This design comes from an exercise in tuning for small area on the open sky130 flow, not from production work. In this exercise RTL edits were held to simulation tests only and were not proved equivalent to the original. Power is estimated from default activity; no workload was simulated.

// framestore_manager
module framestore_manager (
	input  logic        internal_ZBT_clock,
	input  logic        resetn,
	input  logic        address_reset,
	input  logic [11:0] image_horizontal,
	input  logic [1:0]  picture_type,
	input  logic        yuv_write_en,
	input  logic [7:0]  yuv_write_data,
	input  logic        picture_start,
	input  logic        frame_advance,
	input  logic        audio_sync_in,
	output logic        display_select,
	output logic        display_advance,
	output logic        audio_sync_out,
	input  logic [51:0] video_stream,
	input  logic [51:0] audio_stream,
	input  logic [19:0] fs_fwd,
	input  logic [19:0] fs_bwd,
	input  logic [31:0] bank0_read_data,
	input  logic [31:0] bank1_read_data,
	output logic [51:0] bank0,
	output logic [51:0] bank1,
	output logic        video_stream_access,
	output logic        audio_stream_access,
	output logic        framestore_busy,
	output logic [31:0] video_stream_read_data,
	output logic [31:0] audio_stream_read_data,
	output logic [31:0] fs_fwd_data,
	output logic [31:0] fs_bwd_data
);
export LEC_CHECK = 0
export CAP_MARGIN = 0
export CORE_MARGIN = 2
export CORE_UTILIZATION = 25
export SLEW_MARGIN = 0
create_clock -name core_clock -period 7.0 [get_ports {internal_ZBT_clock}]
standard.sh (not shown) runs the stock make flow with config.mk's settings and CLKGATE_MAP_FILE= SYNTH_SCRIPT=/design/flow/synth_recipe.tcl, a recipe that flattens the netlist after the stock synthesis.
==> flow/flow/run.sh <==
#!/bin/bash
# Standard synthesis, then an area-oriented re-mapping of its
# combinational logic (every flip-flop, adder and tie cell of the
# standard synthesis is kept as it is, with its name), then the
# standard layout with the port buffers made of the smallest buffer.
set -euo pipefail
PORTBUF="BUFFER_PORTS_ARGS=-buffer_cell sky130_fd_sc_hd__buf_1"
# Clock tree of small buffers, without dummy loads
CTS="CTS_ARGS=-sink_clustering_enable -repair_clock_nets -dont_use_dummy_load -buf_list {sky130_fd_sc_hd__clkbuf_8} -sink_clustering_size 20"
RES=orfs/results/${FLOW_PLATFORM}/framestore_manager/base
LIB=${FLOW_HOME}/platforms/${FLOW_PLATFORM}/lib/sky130_fd_sc_hd__tt_025C_1v80.lib
YOSYS=$(command -v yosys || echo ${FLOW_HOME}/../tools/install/yosys/bin/yosys)

bash standard.sh "$PORTBUF" synth > synth.log 2>&1

DONT_USE=$(sed -n '/^export DONT_USE_CELLS/,/^#/p' ${FLOW_HOME}/platforms/${FLOW_PLATFORM}/config.mk \
	| grep -o 'sky130_fd_sc_hd__[a-z0-9_]*' | sed 's/^/-dont_use /' | tr '\n' ' ')
cp $RES/1_2_yosys.v standard_synth.v
printf 'strash\ndc2\ndch\namap\nstrash\ndch\namap\n' > remap.abc
cat > remap.ys <<EOY
read_liberty -ignore_miss_func $LIB
read_verilog standard_synth.v
hierarchy -top ${FLOW_TOP}
setattr -mod -set keep_hierarchy 1 sky130_fd_sc_hd__df* sky130_fd_sc_hd__edf* sky130_fd_sc_hd__sdf* sky130_fd_sc_hd__sedf* sky130_fd_sc_hd__fa_* sky130_fd_sc_hd__ha_* sky130_fd_sc_hd__conb_*
flatten
opt -purge
abc -liberty $LIB $DONT_USE -script remap.abc
opt_clean -purge
hilomap -singleton -hicell sky130_fd_sc_hd__conb_1 HI -locell sky130_fd_sc_hd__conb_1 LO
splitnets
opt_clean -purge
tee -o remap_stat.txt stat -liberty $LIB
select ${FLOW_TOP}
write_verilog -noattr -nohex -nodec -selected remapped.v
EOY
$YOSYS remap.ys > remap.log 2>&1
cp remapped.v $RES/1_2_yosys.v

bash standard.sh "$PORTBUF" "$CTS" finish > standard_flow.log 2>&1
Edit:
--- a/flow/flow/run.sh
+++ b/flow/flow/run.sh
@@ -19 +19 @@
-printf 'strash\ndc2\ndch\namap\nstrash\ndch\namap\n' > remap.abc
+printf 'strash\ndc2\ndch\namap\n' > remap.abc
Settings changed: CAP_MARGIN 0 to 20, SLEW_MARGIN 0 to 20.
After rerunning:
- The changed run finished with timing, DRC and antenna clean
- setup slack gains 0.098 ns
- sequential power barely changes
- hold slack improved by 0.014 ns
Edit:
--- a/flow/flow/run.sh
+++ b/flow/flow/run.sh
@@ -8,2 +7,0 @@
-# Clock tree of small buffers, without dummy loads
-CTS="CTS_ARGS=-sink_clustering_enable -repair_clock_nets -dont_use_dummy_load -buf_list {sky130_fd_sc_hd__clkbuf_8} -sink_clustering_size 20"
@@ -35,0 +34 @@
+$YOSYS -c /dev/null > /dev/null 2>&1 || true
@@ -39 +38 @@
-bash standard.sh "$PORTBUF" "$CTS" finish > standard_flow.log 2>&1
+bash standard.sh "$PORTBUF" finish > standard_flow.log 2>&1
Settings changed: CORE_UTILIZATION 25 to 40, CTS_BUF_LIST set to sky130_fd_sc_hd__clkbuf_4, CTS_CLUSTER_SIZE set to 30.
Now the flow did not get past I/O pin placement (3_2_place_iop) with PPL-0024.
Synthesized cell count is unchanged.
Area after synthesis does not change.
Edit:
==> flow/flow/run.sh (replaced) <==
#!/bin/bash
# Standard layout, with the port buffers made of the smallest buffer cell
set -euo pipefail
bash standard.sh "BUFFER_PORTS_ARGS=-buffer_cell sky130_fd_sc_hd__buf_1" finish > standard_flow.log 2>&1
Settings changed: CTS_BUF_LIST sky130_fd_sc_hd__clkbuf_4 to unset, CTS_CLUSTER_SIZE 30 to unset.
Effect: This time the run went through all stages and came out clean. Synthesized cell count grows by about 32%. Synthesized area grows by about 19%.

afterwards: timing with drivers on the ports:
No port has a modelled driver above. Below, the same layouts with a new extraction and two added sets of constraints. Step 1: set_driving_cell puts a clkbuf_16 on internal_ZBT_clock and a buf_2 on each other input, an assumption about the parent block. Step 2 adds t to the input delays and takes it off the output delays; t is the mean of the earliest and latest rising clock arrival at the registers after step 1. Input paths then give back, and output paths get back, about the clock's delay inside the block. Three values: ideal, step 1, step 2; two values: the first two.
run | shift t [ns] | slack for setup (ns) | worst hold slack (ns) | worst setup path after step 2 | clock arrival spread, ns
the first run | 0.405 | 0.499 / 0.510 / 0.105 | 0.465 / 0.465 / 0.465 | input to register | 0.016 / 0.016
the second run | 0.402 | 0.597 / 0.616 / 0.214 | 0.479 / 0.479 / 0.479 | input to register | 0.025 / 0.026
the fourth run | 0.393 | 0.464 / 0.485 / 0.093 | 0.446 / 0.446 / 0.446 | input to register | 0.008 / 0.009
After both steps setup and hold are still met in every run listed. The setup slack of the first run, which loses most, moves by +0.011 ns with the drivers and by -0.394 ns with both steps.
